From an optimization exercise on the open Yosys and OpenROAD flow, aimed at small area; shortcuts taken in it are not production practice. Where RTL was checked, it was by simulation tests only, not by an equivalence proof against the original. No activity file was given, so power comes from the tool's default toggle rates. No driver is modelled on the clock port, so clocking that relies on it looks cheaper here than on a real chip.

build 49:
==> flow/design.v (excerpt) <==
module rv_core_top (
    input  logic           clk,
    input  logic           rst_n,
    input  logic           inst_valid_i,
    input  logic [31:0]    inst_i,
    output logic           inst_allowin_o,
    output logic           retire_valid_o,
    output logic [38:0]    retire_o,
    input  logic           retire_ready_i
);
Settings: LEC_CHECK=0, ABC_AREA=1, CAP_MARGIN=0, CORE_MARGIN=2, CORE_UTILIZATION=60, SLEW_MARGIN=0; clock period 10.0 ns.
standard.sh (not shown) runs the stock make flow with config.mk's settings and CLKGATE_MAP_FILE= SYNTH_SCRIPT=/design/flow/synth_recipe.tcl, a recipe that flattens the netlist after the stock synthesis.
==> flow/flow/run.sh <==
#!/bin/bash
# The standard ORFS layout (standard.sh) with three changes:
#  - synthesis maps with an area-oriented ABC script (flow/abc.script);
#    everything else in synthesis is the standard script, so the
#    registers and their names are the standard ones
#  - ports are buffered with sky130_fd_sc_hd__buf_1
#  - clock tree synthesis inserts no dummy loads and uses larger sink clusters
# Each tool's output stays in orfs/logs/; make's output goes to flow.log.
set -euo pipefail
W=$PWD
export BUFFER_PORTS_ARGS="-buffer_cell sky130_fd_sc_hd__buf_1"
export CTS_ARGS="-sink_clustering_enable -repair_clock_nets -dont_use_dummy_load -sink_clustering_size 32 -sink_clustering_max_diameter 100"
sed "s#SYNTH_SCRIPT=[^ ]*#SYNTH_SCRIPT=$W/flow/synth.tcl#" standard.sh > own_standard.sh
bash own_standard.sh > flow.log 2>&1
==> flow/flow/abc.script <==
&get -n
&st
&dch -f
&nf -R 1000
&put
==> flow/flow/synth.tcl <==
# synth_recipe.tcl with one change: ABC maps with flow/abc.script
set own_abc_script [file join [file dirname [file normalize [info script]]] abc.script]
proc synth {args} { yosys synth -nofsm -noshare {*}$args }
proc abc {args} {
  set i [lsearch -exact $args -script]
  if { $i >= 0 } {
    set args [lreplace $args $i [expr {$i + 1}] -script $::own_abc_script]
  }
  yosys abc {*}$args
}
source $::env(SCRIPTS_DIR)/synth.tcl
# left out here: clear keep_hierarchy, flatten, clean up, hide names made inside functions, write 1_2_yosys.v
Build 49 ended with every stage complete and zero timing, DRC or antenna violations.
Changes in build 15 relative to build 49:
Settings: swapping 0 for 20 in CAP_MARGIN; swapping 0 for 20 in SLEW_MARGIN; putting GPL_TIMING_DRIVEN at 0 where nothing was set.
Results
Build 15 against build 49: detailed-route wire length on metal 1 now sits lower, routed via count fell about 0.9%, wire length of the first global-routing pass shrank by 1.5 mm, total power stayed essentially flat. Compared with build 49, build 15 shows non-clock buffer count lower by 13.
Input-level comparison between build 20 and build 15:
Settings: GPL_TIMING_DRIVEN removed (was 0).
[summary]
- Build 20 was carried through to the last stage, and its layout satisfied the timing, DRC and antenna checks.
- Build 20 vs build 15: flip-flop and latch share of the layout cell area up
- Build 20 and build 15 ended up with nearly the same logic gate share of total power.
- Compared to build 15, the router laid down more metal wire for build 20.
- Peak ir drop on the vdd network sits higher in build 20 than in build 15.
- The total clock buffers created by CTS was comparable across build 20 and build 15.
- Fraction of standard cell area in multi-input logic, build 20 and build 15: lower on build 20
- Build 20 ended up with sky130_fd_sc_hd__xnor2_1 as its slowest cell on the critical path; build 15 ended up with sky130_fd_sc_hd__nor2_1.
No functional check of the RTL was part of any run of this note.

---

Setup of v36:
rv_core_top, a different RTL version from the one above (not shown whole).
Size in the first run: roughly 1800 cells after synthesis, about 1100 flip-flops, about 77 I/O pins, about 0.026 mm^2 of cells after synthesis.
clock: 10.0 ns
lec_check: 0
abc_area: 1
cap_margin: 20
core_margin: 2
core_utilization: 60
place_density: 0.7
slew_margin: 20
==> flow/flow/run.sh <==
#!/bin/bash
# The standard ORFS layout (standard.sh) with these changes:
#  - synthesis maps with an area-oriented ABC script (flow/abc.script) and
#    without the adder / Kogge-Stone carry mapping; everything else in
#    synthesis is the standard script, so the registers and their names
#    are the standard ones
#  - ports are buffered with sky130_fd_sc_hd__buf_1
#  - clock tree synthesis inserts no dummy loads and uses larger sink clusters
# Each tool's output stays in orfs/logs/; make's output goes to flow.log.
set -euo pipefail
W=$PWD
export BUFFER_PORTS_ARGS="-buffer_cell sky130_fd_sc_hd__buf_1"
export CTS_ARGS="-sink_clustering_enable -repair_clock_nets -dont_use_dummy_load -sink_clustering_size 34 -sink_clustering_max_diameter 90"
sed -e "s#SYNTH_SCRIPT=[^ ]*#SYNTH_SCRIPT=$W/flow/synth.tcl ADDER_MAP_FILE= SYNTH_OPERATIONS_ARGS=-noshare#" standard.sh > own_standard.sh
bash own_standard.sh > flow.log 2>&1
==> flow/flow/abc.script <==
&get -n
&st
&deepsyn -T 200
&dch -f
&nf -R 1000
&put
Scripts as last shown in full above: flow/flow/synth.tcl
v36 completed; timing, DRC and antenna clean
Input changes introduced in v46 (baseline for comparison: v36):
# v36
export LEC_CHECK = 0
export ABC_AREA = 1
export CAP_MARGIN = 20
export CORE_MARGIN = 2
export CORE_UTILIZATION = 60
export PLACE_DENSITY = 0.7
export SLEW_MARGIN = 20
create_clock -name core_clock -period 10.0 [get_ports {clk}]
# v46
export LEC_CHECK = 0
export ABC_AREA = 1
export CAP_MARGIN = 20
export CORE_MARGIN = 2
export CORE_UTILIZATION = 50
export SLEW_MARGIN = 20
create_clock -name core_clock -period 10.0 [get_ports {clk}]
==> flow/flow/run.sh <==
#!/bin/bash
# The standard ORFS layout (standard.sh) with three changes:
#  - synthesis maps with an area-oriented ABC script (flow/abc.script);
#    everything else in synthesis is the standard script, so the
#    registers and their names are the standard ones
#  - ports are buffered with sky130_fd_sc_hd__buf_1
#  - clock tree synthesis inserts no dummy loads and uses larger sink clusters
# Each tool's output stays in orfs/logs/; make's output goes to flow.log.
set -euo pipefail
W=$PWD
export BUFFER_PORTS_ARGS="-buffer_cell sky130_fd_sc_hd__buf_1"
export CTS_ARGS="-sink_clustering_enable -repair_clock_nets -dont_use_dummy_load -sink_clustering_size 36 -sink_clustering_max_diameter 80"
sed "s#SYNTH_SCRIPT=[^ ]*#SYNTH_SCRIPT=$W/flow/synth.tcl#" standard.sh > own_standard.sh
bash own_standard.sh > flow.log 2>&1
==> flow/flow/abc.script <==
&get -n
&st
&dch -f
&nf -R 1000
&put
Findings:
The peak-usage layer in the global routing report comes out met2 in one run and met1 in the other, namely in v36 and v46 respectively.
v46 against v36; count of standard-cell rows is up by more than 10%.
v46 vs v36 on total power: v46 is the lower one.
Compared with v36, v46 shows a total iterations of the first detailed-routing run that is 2 lower.
Number of vias per cell in v46 is 7.5% below v36.
| share of layout cells above drive strength 1 | v46 vs v36 | 0.82 points higher |
| global routing met2 resource utilization | v46 vs v36 | 15 points lower |
Going from v36 to v46, number of cells in the design after placement now sits higher; final cell area excluding filler cells now sits higher.
Between v46 and v36, the worst endpoint required time does not differ in any meaningful way.
Modified inputs, v34 compared to v46
diff --git a/flow/flow/run.sh b/flow/flow/run.sh
--- a/flow/flow/run.sh
+++ b/flow/flow/run.sh
@@ -2,4 +2,5 @@
-# The standard ORFS layout (standard.sh) with three changes:
-#  - synthesis maps with an area-oriented ABC script (flow/abc.script);
-#    everything else in synthesis is the standard script, so the
-#    registers and their names are the standard ones
+# The standard ORFS layout (standard.sh) with these changes:
+#  - synthesis maps with an area-oriented ABC script (flow/abc.script) and
+#    without the adder / Kogge-Stone carry mapping; everything else in
+#    synthesis is the standard script, so the registers and their names
+#    are the standard ones
@@ -13 +14 @@
-sed "s#SYNTH_SCRIPT=[^ ]*#SYNTH_SCRIPT=$W/flow/synth.tcl#" standard.sh > own_standard.sh
+sed -e "s#SYNTH_SCRIPT=[^ ]*#SYNTH_SCRIPT=$W/flow/synth.tcl ADDER_MAP_FILE= SYNTH_OPERATIONS_ARGS=-noshare#" standard.sh > own_standard.sh
==> flow/flow/abc.script <==
&get -n
&st
&deepsyn -T 120
&dch -f
&nf -R 1000
&put
--- outcome ---
Looking at the reports, v34 completed the entire flow and the layout it produced met the timing, DRC and antenna checks.
v46 finished end to end and its layout was clean on timing, DRC and antenna.
Against v46, v34 comes in 2.5% higher on cell area power density.
v34 consumes more power than v46 does.
Going from v46 to v34, finished layout cell area shrinks by 1.8%.
v34 ends up with higher non-clock buffer instance count of the final layout than v46 does.
Measured against each other, v34 and v46 differ in synthesis-to-layout area growth, the higher figure coming from v34.
v34: overall routed net length higher than v46
Core utilization for v34: 0.24 points up relative to v46
v34: register fraction of the total cell area 1.4 points above v46
Going from v46 to v34, fraction of power consumed by the clock network shrinks by 0.2 points.
Ratio of cells with drive above 1 in the final layout is lower on v34
The worst setup slack reported for v34 is greater than that of v46 by 860 ps.
For v17, these inputs were changed with respect to v34:
diff --git a/flow/flow/run.sh b/flow/flow/run.sh
--- a/flow/flow/run.sh
+++ b/flow/flow/run.sh
@@ -13 +13 @@
-export CTS_ARGS="-sink_clustering_enable -repair_clock_nets -dont_use_dummy_load -sink_clustering_size 36 -sink_clustering_max_diameter 80"
+export CTS_ARGS="-sink_clustering_enable -repair_clock_nets -dont_use_dummy_load -sink_clustering_size 34 -sink_clustering_max_diameter 90"
==> flow/flow/abc.script <==
&get -n
&st
&deepsyn -T 200
&dch -f
&nf -R 1000
&put
==> comparison <==
The power on v17 is in line with that on v34.
v17 vs v34, start point of the critical path: ph[2]$_DFF_PN0_ vs ph[0]$_DFF_PN0_
Synthesis-to-finish area growth: v17 vs v34, no meaningful difference
v17 vs v34, standard cell with the maximum stage delay on the critical path: sky130_fd_sc_hd__a31oi_1 vs sky130_fd_sc_hd__nor4_1
Going from v34 to v17, global-route usage level, fraction of the cycle the final worst path needs lost 1.9 points, number of inserted filler cells in the final layout down 17, final hold slack went up 26 ps, worst setup slack up 190 ps.
Of v17 and v34, it is v17 that has the higher worst-margin pin slew.
Looking at v17 and v34, the summed instance area of the synthesized netlist is a wash.

==> what the ideal ports hide <==
How much do the figures lean on ideal ports? The routed layouts below were timed once more, with nothing changed but the port constraints.
Step 1 assumes that a clkbuf_16 drives the clock port and a buf_2 every other input.
Step 2 adds t to the input delays and takes it off the output delays; t is the mean of the earliest and latest rising clock arrival at the registers after step 1. Input paths then give back, and output paths get back, about the clock's delay inside the block.
Slacks: no drivers / after step 1 / after step 2; pairs: no drivers / after step 1.
| run | t (ns) | setup slack, ns | worst setup path after step 2 | slew at the worst register clock pin (ns) |
|---|---|---|---|---|
| build 49 | 0.631 | 0.738 / 0.782 / 0.152 | input to register | 0.12 / 0.12 |
| build 15 | 0.627 | 0.637 / 0.675 / 0.048 | input to register | 0.12 / 0.12 |
| build 20 | 0.631 | 0.738 / 0.782 / 0.152 | input to register | 0.12 / 0.12 |
| v36 | 0.627 | 2.041 / 2.041 / 2.041 | register to register | 0.12 / 0.12 |
| v46 | 0.629 | 1.185 / 1.185 / 1.185 | register to register | 0.12 / 0.12 |
| v34 | 0.606 | 2.045 / 2.045 / 2.045 | register to register | 0.12 / 0.12 |
| v17 | 0.613 | 2.236 / 2.236 / 2.236 | register to register | 0.12 / 0.12 |
After both steps every run listed still meets setup and hold. For build 15, which loses most, drivers alone change the setup slack by +0.038 ns; drivers and shift together by -0.589 ns.
